Background: an optimization exercise with open tools, aiming at small area and a short achievable clock period. Do not read the settings as production practice. At most, simulation tests tie the RTL to the original design; equivalence was not proved.

==> inputs of run a <==
Design instr_trace_unit, start of the top module:
module instr_trace_unit #(
  parameter int PC_W     = 32,
  parameter int DATA_W   = 32,
  parameter int DEPTH    = 16,
  parameter int STAMP_W  = 16,
  parameter int CNT_W    = 16,
  parameter int OVR_MODE = 0
) (
  input  logic                   clk,
  input  logic                   rst,
  input  logic                   en,
  input  logic                   clr,
  input  logic                   ret_valid,
  input  logic [PC_W-1:0]        ret_pc,
  input  logic [5:0]             ret_opcode,
  input  logic [5:0]             ret_funct,
  input  logic [DATA_W-1:0]      ret_wd,
  output logic                   tr_valid,
  input  logic                   tr_ready,
  output logic [PC_W-1:0]        tr_pc,
  output logic [4:0]             tr_class,
  output logic [DATA_W-1:0]      tr_wd,
  output logic [STAMP_W-1:0]     tr_stamp,
  output logic [$clog2(DEPTH):0] level,
  output logic                   overflow,
  output logic [CNT_W-1:0]       drop_cnt,
  input  logic [4:0]             cnt_sel,
  output logic [CNT_W-1:0]       cnt_val
);
  logic [15:0] stamp_q;
  logic        live_q;
  logic        push;
  logic [16:0] dec;
  logic [4:0]  cls;
  logic [84:0] rec_out;
  always_ff @(posedge clk or negedge rst) begin
    if (!rst) stamp_q <= '0;
    else      stamp_q <= stamp_q + 16'd1;
  end
  always_ff @(posedge clk or negedge rst) begin
    if (!rst) live_q <= 1'b0;
    else      live_q <= 1'b1;
  end
  assign push = en & ret_valid;
  trace_classify u_cls (
    .opcode (ret_opcode),
    .funct  (ret_funct),
    .dec    (dec),
    .cls    (cls)
  );
  logic [15:0] cnt_q [17];
  logic        wr, zero;
  assign wr   = push & ~clr;
  assign zero = clr | ~live_q;
  for (genvar k = 0; k < 17; k++) begin : g_cnt
    logic [16:0] c;
    logic        inc;
    assign c[0] = 1'b1;
    for (genvar i = 0; i < 16; i++) begin : g_c
      assign c[i+1] = c[i] & cnt_q[k][i];
  ...
==> module instr_trace_unit, before the edit <==
module instr_trace_unit #(
  parameter int PC_W     = 32,
  parameter int DATA_W   = 32,
  parameter int DEPTH    = 16,
  parameter int STAMP_W  = 16,
  parameter int CNT_W    = 16,
  parameter int OVR_MODE = 0
) (
  input  logic                   clk,
  input  logic                   rst,
  input  logic                   en,
  input  logic                   clr,
  input  logic                   ret_valid,
  input  logic [PC_W-1:0]        ret_pc,
  input  logic [5:0]             ret_opcode,
  input  logic [5:0]             ret_funct,
  input  logic [DATA_W-1:0]      ret_wd,
  output logic                   tr_valid,
  input  logic                   tr_ready,
  output logic [PC_W-1:0]        tr_pc,
  output logic [4:0]             tr_class,
  output logic [DATA_W-1:0]      tr_wd,
  output logic [STAMP_W-1:0]     tr_stamp,
  output logic [$clog2(DEPTH):0] level,
  output logic                   overflow,
  output logic [CNT_W-1:0]       drop_cnt,
  input  logic [4:0]             cnt_sel,
  output logic [CNT_W-1:0]       cnt_val
);
  logic [15:0] stamp_q;
  logic        live_q;
  logic        push;
  logic [16:0] dec;
  logic [4:0]  cls;
  logic [84:0] rec_out;
  always_ff @(posedge clk or negedge rst) begin
    if (!rst) stamp_q <= '0;
    else      stamp_q <= stamp_q + 16'd1;
  end
  always_ff @(posedge clk or negedge rst) begin
    if (!rst) live_q <= 1'b0;
    else      live_q <= 1'b1;
  end
  assign push = en & ret_valid;
  trace_classify u_cls (
    .opcode (ret_opcode),
    .funct  (ret_funct),
    .dec    (dec),
    .cls    (cls)
  );
  logic [15:0] cnt_q [17];
  logic        wr, zero;
  assign wr   = push & ~clr;
  assign zero = clr | ~live_q;
  for (genvar k = 0; k < 17; k++) begin : g_cnt
    logic [16:0] c;
    logic        inc;
    assign c[0] = 1'b1;
    for (genvar i = 0; i < 16; i++) begin : g_c
      assign c[i+1] = c[i] & cnt_q[k][i];
    end
    assign inc = wr & dec[k] & ~c[16];
    always_ff @(posedge clk) begin
      if (zero | (inc & c[0]))
        cnt_q[k][0] <= zero ? (wr & dec[k]) : ~cnt_q[k][0];
    end
    for (genvar i = 1; i < 16; i++) begin : g_b
      always_ff @(posedge clk) begin
        if (zero | (inc & c[i])) cnt_q[k][i] <= ~zero & ~cnt_q[k][i];
      end
    end
  end
  logic [271:0] cnt_flat;
  for (genvar k = 0; k < 17; k++) begin : g_flat
    assign cnt_flat[16*k +: 16] = cnt_q[k];
  end
  logic [16:0] sel_oh;
  trace_sel_dec u_sdec (
    .sel  (cnt_sel),
    .live (live_q),
    .oh   (sel_oh)
  );
  trace_cnt_mux u_cmux (
    .cnt  (cnt_flat),
    .oh   (sel_oh),
    .val  (cnt_val)
  );
  trace_fifo u_fifo (
    .clk      (clk),
    .rst      (rst),
    .clr      (clr),
    .push     (push),
    .ready    (tr_ready),
    .wdata    ({stamp_q, ret_pc, cls, ret_wd}),
    .valid    (tr_valid),
    .rdata    (rec_out),
    .level    (level),
    .overflow (overflow),
    .drop_cnt (drop_cnt)
  );
  assign {tr_stamp, tr_pc, tr_class, tr_wd} = rec_out;
endmodule
==> module trace_fifo, before the edit <==
module trace_fifo (
  input  logic        clk,
  input  logic        rst,
  input  logic        clr,
  input  logic        push,
  input  logic        ready,
  input  logic [84:0] wdata,
  output logic        valid,
  output logic [84:0] rdata,
  output logic [4:0]  level,
  output logic        overflow,
  output logic [15:0] drop_cnt
);
  logic [84:0] head_q;
  logic [84:0] buf_q [15];
  logic [84:0] head_d;
  logic [3:0]  bw_q, br_q;
  logic [4:0]  lvl_q;
  logic        ovf_q;
  logic [15:0] drop_q;
  logic        full, pop, acc, drop;
  logic        lvl0, lvl1;
  logic        head_in, head_buf, buf_wr;
  assign valid    = |lvl_q;
  assign full     = lvl_q[4];
  assign lvl0     = ~valid;
  assign lvl1     = (lvl_q == 5'd1);
  assign pop      = valid & ready & ~clr;
  assign acc      = push & ~clr & (~full | ready);
  assign drop     = push & ~clr & full & ~ready;
  assign level    = lvl_q;
  assign overflow = ovf_q;
  assign drop_cnt = drop_q;
  assign rdata    = head_q;
  assign head_in  = acc & (lvl0 | (lvl1 & pop));
  assign head_buf = pop & ~lvl0 & ~lvl1;
  assign buf_wr   = acc & ~head_in;
  always_ff @(posedge clk or negedge rst) begin
    if (!rst) begin
      bw_q   <= '0;
      br_q   <= '0;
      lvl_q  <= '0;
      ovf_q  <= 1'b0;
      drop_q <= '0;
    end else if (clr) begin
      bw_q   <= '0;
      br_q   <= '0;
      lvl_q  <= '0;
      ovf_q  <= 1'b0;
      drop_q <= '0;
    end else begin
      if (buf_wr)   bw_q <= (bw_q == 4'd14) ? 4'd0 : bw_q + 4'd1;
      if (head_buf) br_q <= (br_q == 4'd14) ? 4'd0 : br_q + 4'd1;
      if (acc & ~pop) lvl_q <= lvl_q + 5'd1;
      else if (pop & ~acc) lvl_q <= lvl_q - 5'd1;
      if (drop) begin
        ovf_q <= 1'b1;
        if (drop_q != 16'hffff) drop_q <= drop_q + 16'd1;
      end
    end
  end
  for (genvar k = 0; k < 15; k++) begin : g_ent
    always_ff @(posedge clk) begin
      if (buf_wr && bw_q == 4'(k)) buf_q[k] <= wdata;
    end
  end
  logic [15*85-1:0] buf_flat;
  logic [14:0]      rsel;
  for (genvar k = 0; k < 15; k++) begin : g_rd
    assign buf_flat[85*k +: 85] = buf_q[k];
    assign rsel[k] = head_buf & (br_q == 4'(k));
  end
  trace_rec_mux u_rmux (
    .ent   (buf_flat),
    .sel   (rsel),
    .in    (wdata),
    .in_en (head_in),
    .rec   (head_d)
  );
  always_ff @(posedge clk) begin
    if (head_in | head_buf) head_q <= head_d;
  end
endmodule
==> module trace_rec_mux, before the edit <==
module trace_rec_mux (
  input  logic [15*85-1:0] ent,
  input  logic [14:0]      sel,
  input  logic [84:0]      in,
  input  logic             in_en,
  output logic [84:0]      rec
);
  always_comb begin
    rec = in & {85{in_en}};
    for (int k = 0; k < 15; k++)
      rec = rec | (ent[85*k +: 85] & {85{sel[k]}});
  end
endmodule
Settings: LEC_CHECK=0, CAP_MARGIN=20, CORE_MARGIN=2, CORE_UTILIZATION=55, PLACE_DENSITY=0.7, SETUP_SLACK_MARGIN=2.1, SLEW_MARGIN=20, SYNTH_HIERARCHICAL=1, TNS_END_PERCENT=5; clock period 5.5 ns.
standard.sh (not shown) runs the stock make flow with config.mk's settings and CLKGATE_MAP_FILE= SYNTH_SCRIPT=/design/flow/synth_recipe.tcl, a recipe that flattens the netlist after the stock synthesis.
==> flow/flow/run.sh <==
#!/bin/bash
# Own layout flow: the standard ORFS flow (standard.sh), with these
# changes passed as make variables:
#  - the counter read port (modules trace_sel_dec and trace_cnt_mux, pure
#    combinational logic with no registers) is given as a hand-mapped
#    sky130 gate netlist written by flow/gen_mux.py, in place of its RTL;
#  - slow 4-high-stack OR/NOR cells are added to the don't-use list, for
#    synthesis and for the resizer alike;
#  - ports are buffered with the smallest buffer (the resizer upsizes any
#    that timing needs) instead of a delay cell;
#  - clock tree synthesis inserts no dummy loads (flow/cts_args.txt).
# Each step's full output goes to a log file in the folder this runs in.
set -euo pipefail
python3 flow/gen_mux.py design.v design_mapped.v > gen_mux.log 2>&1
PLAT="sky130_fd_sc_hd__probe_p_8 sky130_fd_sc_hd__probec_p_8 sky130_fd_sc_hd__lpflow_bleeder_1 sky130_fd_sc_hd__lpflow_clkbufkapwr_1 sky130_fd_sc_hd__lpflow_clkbufkapwr_16 sky130_fd_sc_hd__lpflow_clkbufkapwr_2 sky130_fd_sc_hd__lpflow_clkbufkapwr_4 sky130_fd_sc_hd__lpflow_clkbufkapwr_8 sky130_fd_sc_hd__lpflow_clkinvkapwr_1 sky130_fd_sc_hd__lpflow_clkinvkapwr_16 sky130_fd_sc_hd__lpflow_clkinvkapwr_2 sky130_fd_sc_hd__lpflow_clkinvkapwr_4 sky130_fd_sc_hd__lpflow_clkinvkapwr_8 sky130_fd_sc_hd__lpflow_decapkapwr_12 sky130_fd_sc_hd__lpflow_decapkapwr_3 sky130_fd_sc_hd__lpflow_decapkapwr_4 sky130_fd_sc_hd__lpflow_decapkapwr_6 sky130_fd_sc_hd__lpflow_decapkapwr_8 sky130_fd_sc_hd__lpflow_inputiso0n_1 sky130_fd_sc_hd__lpflow_inputiso0p_1 sky130_fd_sc_hd__lpflow_inputiso1n_1 sky130_fd_sc_hd__lpflow_inputiso1p_1 sky130_fd_sc_hd__lpflow_inputisolatch_1 sky130_fd_sc_hd__lpflow_isobufsrc_1 sky130_fd_sc_hd__lpflow_isobufsrc_16 sky130_fd_sc_hd__lpflow_isobufsrc_2 sky130_fd_sc_hd__lpflow_isobufsrc_4 sky130_fd_sc_hd__lpflow_isobufsrc_8 sky130_fd_sc_hd__lpflow_isobufsrckapwr_16 sky130_fd_sc_hd__lpflow_lsbuf_lh_hl_isowell_tap_1 sky130_fd_sc_hd__lpflow_lsbuf_lh_hl_isowell_tap_2 sky130_fd_sc_hd__lpflow_lsbuf_lh_hl_isowell_tap_4 sky130_fd_sc_hd__lpflow_lsbuf_lh_isowell_4 sky130_fd_sc_hd__lpflow_lsbuf_lh_isowell_tap_1 sky130_fd_sc_hd__lpflow_lsbuf_lh_isowell_tap_2 sky130_fd_sc_hd__lpflow_lsbuf_lh_isowell_tap_4"
SLOW=""
for c in or4 or4b or4bb nor4 nor4b nor4bb; do
  for s in 1 2 4; do SLOW="$SLOW sky130_fd_sc_hd__${c}_${s}"; done
done
VARS=(
  "VERILOG_FILES=$PWD/design_mapped.v"
  "DONT_USE_CELLS=$PLAT$SLOW"
  "BUFFER_PORTS_ARGS=-buffer_cell sky130_fd_sc_hd__buf_1"
)
if [[ -f flow/cts_args.txt ]]; then VARS+=("CTS_ARGS=$(cat flow/cts_args.txt)"); fi
bash standard.sh synth "${VARS[@]}" > synth.log 2>&1
bash standard.sh finish "${VARS[@]}" > layout.log 2>&1
==> flow/flow/cts_args.txt <==
-sink_clustering_enable -repair_clock_nets -dont_use_dummy_load -sink_clustering_size 25 -sink_clustering_max_diameter 70 -buf_list sky130_fd_sc_hd__clkbuf_16
==> flow/flow/gen_mux.py <==
#!/usr/bin/env python3
"""Write gate-level (sky130_fd_sc_hd) versions of trace_sel_dec and
trace_cnt_mux, and splice them into a design file in place of the RTL ones.
usage: gen_mux.py design_in.v design_out.v"""
import re, sys

P = 'sky130_fd_sc_hd__'

def cell(lines, kind, name, **pins):
    conn = ', '.join('.%s(%s)' % (k, v) for k, v in pins.items())
    lines.append('  %s%s %s (%s);' % (P, kind, name, conn))

def sel_dec():
    L = ['module trace_sel_dec (', '  input  wire [4:0]  sel,', '  input  wire        live,',
         '  output wire [16:0] oh', ');']
    L.append('  wire [4:0] sn;')
    L.append('  wire [7:0] a;')
    L.append('  wire [2:0] b;')
    for i in range(5):
        cell(L, 'inv_1', 'u_sn%d' % i, A='sel[%d]' % i, Y='sn[%d]' % i)
    lit = lambda i, v: ('sel[%d]' % i) if v else ('sn[%d]' % i)
    for m in range(8):
        cell(L, 'nand3_1', 'u_a%d' % m, A=lit(0, m & 1), B=lit(1, (m >> 1) & 1),
             C=lit(2, (m >> 2) & 1), Y='a[%d]' % m)
    for j, (b3, b4) in enumerate([(0, 0), (1, 0), (0, 1)]):
        cell(L, 'nand3_1', 'u_b%d' % j, A=lit(3, b3), B=lit(4, b4), C='live', Y='b[%d]' % j)
    for k in range(17):
        cell(L, 'nor2_1', 'u_oh%d' % k, A='a[%d]' % (k % 8), B='b[%d]' % (k // 8), Y='oh[%d]' % k)
    L.append('endmodule')
    return '\n'.join(L) + '\n'

def cnt_mux():
    L = ['module trace_cnt_mux (', '  input  wire [271:0] cnt,', '  input  wire [16:0]  oh,',
         '  output wire [15:0]  val', ');']
    for i in range(16):
        L.append('  wire [8:0] t%d;' % i)
        L.append('  wire [2:0] u%d;' % i)
        L.append('  wire v%d;' % i)
        c = lambda k: 'cnt[%d]' % (16 * k + i)
        for m in range(8):
            cell(L, 'a22oi_1', 'u_t%d_%d' % (i, m), A1='oh[%d]' % (2 * m), A2=c(2 * m),
                 B1='oh[%d]' % (2 * m + 1), B2=c(2 * m + 1), Y='t%d[%d]' % (i, m))
        cell(L, 'nand2_1', 'u_t%d_8' % i, A='oh[16]', B=c(16), Y='t%d[8]' % i)
        for g in range(3):
            cell(L, 'nand3_1', 'u_u%d_%d' % (i, g), A='t%d[%d]' % (i, 3 * g),
                 B='t%d[%d]' % (i, 3 * g + 1), C='t%d[%d]' % (i, 3 * g + 2), Y='u%d[%d]' % (i, g))
        cell(L, 'nor3_1', 'u_v%d' % i, A='u%d[0]' % i, B='u%d[1]' % i, C='u%d[2]' % i, Y='v%d' % i)
        cell(L, 'inv_1', 'u_o%d' % i, A='v%d' % i, Y='val[%d]' % i)
    L.append('endmodule')
    return '\n'.join(L) + '\n'

def splice(src, name, body):
    m = re.search(r'^module\s+%s\b.*?^endmodule\b[^\n]*\n' % name, src, re.S | re.M)
    if not m:
        sys.exit('module %s not found' % name)
    return src[:m.start()] + body + src[m.end():]

if __name__ == '__main__':
    src = open(sys.argv[1]).read()
    src = splice(src, 'trace_sel_dec', sel_dec())
    src = splice(src, 'trace_cnt_mux', cnt_mux())
    open(sys.argv[2], 'w').write(src)
==> run b: changes against run a <==
--- a/flow/design.v
+++ b/flow/design.v
@@ -211,17 +211,7 @@
   for (genvar k = 0; k < 17; k++) begin : g_cnt
-    logic [16:0] c;
-    logic        inc;
-    assign c[0] = 1'b1;
-    for (genvar i = 0; i < 16; i++) begin : g_c
-      assign c[i+1] = c[i] & cnt_q[k][i];
-    end
-    assign inc = wr & dec[k] & ~c[16];
+    logic inc;
+    assign inc = wr & dec[k] & ~(&cnt_q[k]);
     always_ff @(posedge clk) begin
-      if (zero | (inc & c[0]))
-        cnt_q[k][0] <= zero ? (wr & dec[k]) : ~cnt_q[k][0];
-    end
-    for (genvar i = 1; i < 16; i++) begin : g_b
-      always_ff @(posedge clk) begin
-        if (zero | (inc & c[i])) cnt_q[k][i] <= ~zero & ~cnt_q[k][i];
-      end
+      if (zero) cnt_q[k] <= {15'd0, wr & dec[k]};
+      else      cnt_q[k] <= cnt_q[k] + {15'd0, inc};
     end
--- a/flow/flow/run.sh
+++ b/flow/flow/run.sh
@@ -3,4 +3,5 @@
 # changes passed as make variables:
-#  - the counter read port (modules trace_sel_dec and trace_cnt_mux, pure
-#    combinational logic with no registers) is given as a hand-mapped
+#  - the counter read port (modules trace_sel_dec and trace_cnt_mux) and
+#    the head-record select (trace_rec_mux), pure
+#    combinational logic with no registers, are given as a hand-mapped
 #    sky130 gate netlist written by flow/gen_mux.py, in place of its RTL;
--- a/flow/flow/gen_mux.py
+++ b/flow/flow/gen_mux.py
@@ -51,2 +51,22 @@
 
+def rec_mux():
+    L = ['module trace_rec_mux (', '  input  wire [15*85-1:0] ent,', '  input  wire [14:0]      sel,',
+         '  input  wire [84:0]      in,', '  input  wire             in_en,',
+         '  output wire [84:0]      rec', ');']
+    for b in range(85):
+        L.append('  wire [5:0] x%d;' % b)
+        L.append('  wire [1:0] y%d;' % b)
+        terms = [('in_en', 'in[%d]' % b)] + [('sel[%d]' % k, 'ent[%d]' % (85 * k + b)) for k in range(15)]
+        for g in range(5):
+            (a1, a2), (b1, b2), (c1, c2) = terms[3 * g:3 * g + 3]
+            cell(L, 'a222oi_1', 'u_x%d_%d' % (b, g), A1=a1, A2=a2, B1=b1, B2=b2, C1=c1, C2=c2,
+                 Y='x%d[%d]' % (b, g))
+        cell(L, 'nand2_1', 'u_x%d_5' % b, A=terms[15][0], B=terms[15][1], Y='x%d[5]' % b)
+        for g in range(2):
+            cell(L, 'nand3_1', 'u_y%d_%d' % (b, g), A='x%d[%d]' % (b, 3 * g), B='x%d[%d]' % (b, 3 * g + 1),
+                 C='x%d[%d]' % (b, 3 * g + 2), Y='y%d[%d]' % (b, g))
+        cell(L, 'or2_1', 'u_r%d' % b, A='y%d[0]' % b, B='y%d[1]' % b, X='rec[%d]' % b)
+    L.append('endmodule')
+    return '\n'.join(L) + '\n'
+
 def splice(src, name, body):
@@ -61,2 +81,3 @@
     src = splice(src, 'trace_cnt_mux', cnt_mux())
+    src = splice(src, 'trace_rec_mux', rec_mux())
     open(sys.argv[2], 'w').write(src)
--- a/flow/config.mk
+++ b/flow/config.mk
@@ -11,5 +11,5 @@
 export PLACE_DENSITY = 0.7
-export SETUP_SLACK_MARGIN = 2.1
+export SETUP_SLACK_MARGIN = 1.9
 export SLEW_MARGIN = 20
 export SYNTH_HIERARCHICAL = 1
-export TNS_END_PERCENT = 5
+export TNS_END_PERCENT = 100
==> run c: changes against run a <==
--- a/flow/design.v
+++ b/flow/design.v
@@ -125,30 +125,9 @@
   end
-  logic [15*85-1:0] buf_flat;
-  logic [14:0]      rsel;
-  for (genvar k = 0; k < 15; k++) begin : g_rd
-    assign buf_flat[85*k +: 85] = buf_q[k];
-    assign rsel[k] = head_buf & (br_q == 4'(k));
-  end
-  trace_rec_mux u_rmux (
-    .ent   (buf_flat),
-    .sel   (rsel),
-    .in    (wdata),
-    .in_en (head_in),
-    .rec   (head_d)
-  );
+  always_comb begin
+    head_d = wdata & {85{head_in}};
+    for (int k = 0; k < 15; k++)
+      head_d = head_d | (buf_q[k] & {85{head_buf && br_q == 4'(k)}});
+  end
   always_ff @(posedge clk) begin
     if (head_in | head_buf) head_q <= head_d;
-  end
-endmodule
-module trace_rec_mux (
-  input  logic [15*85-1:0] ent,
-  input  logic [14:0]      sel,
-  input  logic [84:0]      in,
-  input  logic             in_en,
-  output logic [84:0]      rec
-);
-  always_comb begin
-    rec = in & {85{in_en}};
-    for (int k = 0; k < 15; k++)
-      rec = rec | (ent[85*k +: 85] & {85{sel[k]}});
   end
==> flow/flow/run.sh (replaced) <==
#!/bin/bash
# Own layout flow: the standard ORFS flow (standard.sh), with three
# changes passed as make variables:
#  - slow 4-high-stack OR/NOR cells are added to the don't-use list, for
#    synthesis and for the resizer alike;
#  - ports are buffered with the smallest buffer (the resizer upsizes any
#    that timing needs) instead of a delay cell;
#  - clock tree synthesis inserts no dummy loads.
# Each step's full output goes to a log file in the folder this runs in.
set -euo pipefail
PLAT="sky130_fd_sc_hd__probe_p_8 sky130_fd_sc_hd__probec_p_8 sky130_fd_sc_hd__lpflow_bleeder_1 sky130_fd_sc_hd__lpflow_clkbufkapwr_1 sky130_fd_sc_hd__lpflow_clkbufkapwr_16 sky130_fd_sc_hd__lpflow_clkbufkapwr_2 sky130_fd_sc_hd__lpflow_clkbufkapwr_4 sky130_fd_sc_hd__lpflow_clkbufkapwr_8 sky130_fd_sc_hd__lpflow_clkinvkapwr_1 sky130_fd_sc_hd__lpflow_clkinvkapwr_16 sky130_fd_sc_hd__lpflow_clkinvkapwr_2 sky130_fd_sc_hd__lpflow_clkinvkapwr_4 sky130_fd_sc_hd__lpflow_clkinvkapwr_8 sky130_fd_sc_hd__lpflow_decapkapwr_12 sky130_fd_sc_hd__lpflow_decapkapwr_3 sky130_fd_sc_hd__lpflow_decapkapwr_4 sky130_fd_sc_hd__lpflow_decapkapwr_6 sky130_fd_sc_hd__lpflow_decapkapwr_8 sky130_fd_sc_hd__lpflow_inputiso0n_1 sky130_fd_sc_hd__lpflow_inputiso0p_1 sky130_fd_sc_hd__lpflow_inputiso1n_1 sky130_fd_sc_hd__lpflow_inputiso1p_1 sky130_fd_sc_hd__lpflow_inputisolatch_1 sky130_fd_sc_hd__lpflow_isobufsrc_1 sky130_fd_sc_hd__lpflow_isobufsrc_16 sky130_fd_sc_hd__lpflow_isobufsrc_2 sky130_fd_sc_hd__lpflow_isobufsrc_4 sky130_fd_sc_hd__lpflow_isobufsrc_8 sky130_fd_sc_hd__lpflow_isobufsrckapwr_16 sky130_fd_sc_hd__lpflow_lsbuf_lh_hl_isowell_tap_1 sky130_fd_sc_hd__lpflow_lsbuf_lh_hl_isowell_tap_2 sky130_fd_sc_hd__lpflow_lsbuf_lh_hl_isowell_tap_4 sky130_fd_sc_hd__lpflow_lsbuf_lh_isowell_4 sky130_fd_sc_hd__lpflow_lsbuf_lh_isowell_tap_1 sky130_fd_sc_hd__lpflow_lsbuf_lh_isowell_tap_2 sky130_fd_sc_hd__lpflow_lsbuf_lh_isowell_tap_4"
SLOW=""
for c in or4 or4b or4bb nor4 nor4b nor4bb; do
  for s in 1 2 4; do SLOW="$SLOW sky130_fd_sc_hd__${c}_${s}"; done
done
VARS=(
  "DONT_USE_CELLS=$PLAT$SLOW"
  "BUFFER_PORTS_ARGS=-buffer_cell sky130_fd_sc_hd__buf_1"
)
if [[ -f flow/cts_args.txt ]]; then VARS+=("CTS_ARGS=$(cat flow/cts_args.txt)"); fi
bash standard.sh synth "${VARS[@]}" > synth.log 2>&1
bash standard.sh finish "${VARS[@]}" > layout.log 2>&1
==> flow/flow/cts_args.txt (replaced) <==
-sink_clustering_enable -repair_clock_nets -dont_use_dummy_load -sink_clustering_size 30 -sink_clustering_max_diameter 80 -buf_list sky130_fd_sc_hd__clkbuf_16
removed: flow/flow/gen_mux.py
==> run d: changes against run a <==
--- a/flow/design.v
+++ b/flow/design.v
@@ -34,2 +34,20 @@
   end
+endmodule
+module trace_cnt_rd (
+  input  logic [271:0] cnt,
+  input  logic [16:0]  dec,
+  input  logic         live,
+  output logic [15:0]  cur
+);
+  always_comb begin
+    cur = '0;
+    for (int k = 0; k < 17; k++)
+      cur = cur | (cnt[16*k +: 16] & {16{dec[k] & live}});
+  end
+endmodule
+module trace_sat_inc (
+  input  logic [15:0] cur,
+  output logic [15:0] nxt
+);
+  assign nxt = (cur + 16'd1) | {16{&cur}};
 endmodule
@@ -206,4 +224,19 @@
   );
-  logic [15:0] cnt_q [17];
-  logic        wr, zero;
+  logic [15:0]  cnt_q [17];
+  logic [271:0] cnt_flat;
+  logic [15:0]  cur, nxt;
+  logic         wr, zero;
+  for (genvar k = 0; k < 17; k++) begin : g_flat
+    assign cnt_flat[16*k +: 16] = cnt_q[k];
+  end
+  trace_cnt_rd u_crd (
+    .cnt  (cnt_flat),
+    .dec  (dec),
+    .live (live_q),
+    .cur  (cur)
+  );
+  trace_sat_inc u_inc (
+    .cur (cur),
+    .nxt (nxt)
+  );
   assign wr   = push & ~clr;
@@ -211,22 +244,6 @@
   for (genvar k = 0; k < 17; k++) begin : g_cnt
-    logic [16:0] c;
-    logic        inc;
-    assign c[0] = 1'b1;
-    for (genvar i = 0; i < 16; i++) begin : g_c
-      assign c[i+1] = c[i] & cnt_q[k][i];
+    always_ff @(posedge clk) begin
+      if ((wr & dec[k]) | zero)
+        cnt_q[k] <= nxt & {16{wr & dec[k]}};
     end
-    assign inc = wr & dec[k] & ~c[16];
-    always_ff @(posedge clk) begin
-      if (zero | (inc & c[0]))
-        cnt_q[k][0] <= zero ? (wr & dec[k]) : ~cnt_q[k][0];
-    end
-    for (genvar i = 1; i < 16; i++) begin : g_b
-      always_ff @(posedge clk) begin
-        if (zero | (inc & c[i])) cnt_q[k][i] <= ~zero & ~cnt_q[k][i];
-      end
-    end
-  end
-  logic [271:0] cnt_flat;
-  for (genvar k = 0; k < 17; k++) begin : g_flat
-    assign cnt_flat[16*k +: 16] = cnt_q[k];
   end
==> run notes <==
XOR/XNOR Fraction of Synth Area=3.12%; outcome=timing/DRC/antenna clean; multi-input combinational area share=23.9%; Max transition margin=28.2%; Crit-path slowest cell=a22oi_1; delay-heaviest family, CP=simple AND/OR/NAND/NOR gates; vias after detailed routing=40,800; Post-Synth Adder-Cell Area=0.881%; Yosys cell types=88; Post-DP Area=67,700 um2; n_taps=1,524; register area share after synthesis=74.3%; Die Ht=345 um; placed insts=5,881; core area=116,000 um2
That was run b.
==> run notes <==
outcome=timing/DRC/antenna clean; core area=122,000 um2; vias after detailed routing=42,600; placed insts=6,043; n_taps=1,625; Die Ht=354 um; Post-Synth Adder-Cell Area=0.112%; Yosys cell types=87; register area share after synthesis=74.6%; XOR/XNOR Fraction of Synth Area=0.266%; delay-heaviest family, CP=simple AND/OR/NAND/NOR gates; Max transition margin=23.5%; Post-DP Area=70,500 um2; Crit-path slowest cell=nor3_4
That was run a.
==> run notes <==
number of flip-flops and latches=1,679; synthesized area per cell=17.1 um2; die area=122,000 um2; WS Path Type=input port to output pin; XOR/XNOR Fraction of Synth Area=0.394%; Die Ht=349 um; core area=118,000 um2; Max transition margin=26.8%; placed insts=5,463; n_taps=1,536; layout cell share with drive strength beyond 1=14.7%; Post-Synth Adder-Cell Area=0.134%; Main synth FF type=edfxtp_1; multi-input combinational area share=20.2%; register area share after synthesis=76.8%; outcome=timing/DRC/antenna clean; Yosys cell types=81; Crit-path slowest cell=clkbuf_4; Final Util=62.2%
That was run d.
==> run notes <==
Max transition margin=21.5%; core area=126,000 um2; Post-Synth Adder-Cell Area=0.108%; vias after detailed routing=45,300; XOR/XNOR Fraction of Synth Area=0.350%; crit-path cells=clkbuf_4 > nand4b_1 > buf_4 > nor2_4 > buf_4 > a22oi_2 > nand2_1 > a221oi_2 > nand3_1 > buf_2; Die Ht=360 um; delay-heaviest family, CP=buffers and inverters; Yosys cell types=96; Crit-path slowest cell=a221oi_2; n_taps=1,650; register area share after synthesis=72.0%; outcome=timing/DRC/antenna clean; placed insts=6,445; Final nets=5,002
That was run c.
Function not checked in run a and run c: the RTL went through the layout flow alone.

afterwards: timing with drivers on the ports:
In the flow no input, the clock included, has a driving cell. The finished layouts below were timed again as built, in two steps.
Step 1 sets driving cells, clkbuf_16 on the clock port and buf_2 on the other inputs (assumed; they add their load-dependent delay and slew).
Step 2, shift: input delay + t, output delay - t, t = (earliest + latest rising clock arrival at the registers) / 2. This alone moves slack from input paths to output paths.
Slacks: no drivers / after step 1 / after step 2; pairs: no drivers / after step 1.
| run | t (ns) | setup WS [ns] | worst setup path at the end | clock arrival spread, ns | pins driven straight from the clock port |
|---|---|---|---|---|---|
| run a | 0.758 | 1.737 / 1.678 / 1.104 | input to register | 0.103 / 0.103 | 1 |
| run b | 0.748 | 1.773 / 1.748 / 1.324 | input to register | 0.128 / 0.128 | 1 |
| run c | 0.741 | 1.724 / 1.648 / 1.385 | input to register | 0.115 / 0.114 | 1 |
| run d | 0.756 | 1.683 / 1.652 / 1.047 | input to register | 0.092 / 0.092 | 1 |
After both steps setup and hold are still met in every run listed. The setup slack of run d, which loses most, moves by -0.031 ns with the drivers and by -0.636 ns with both steps.
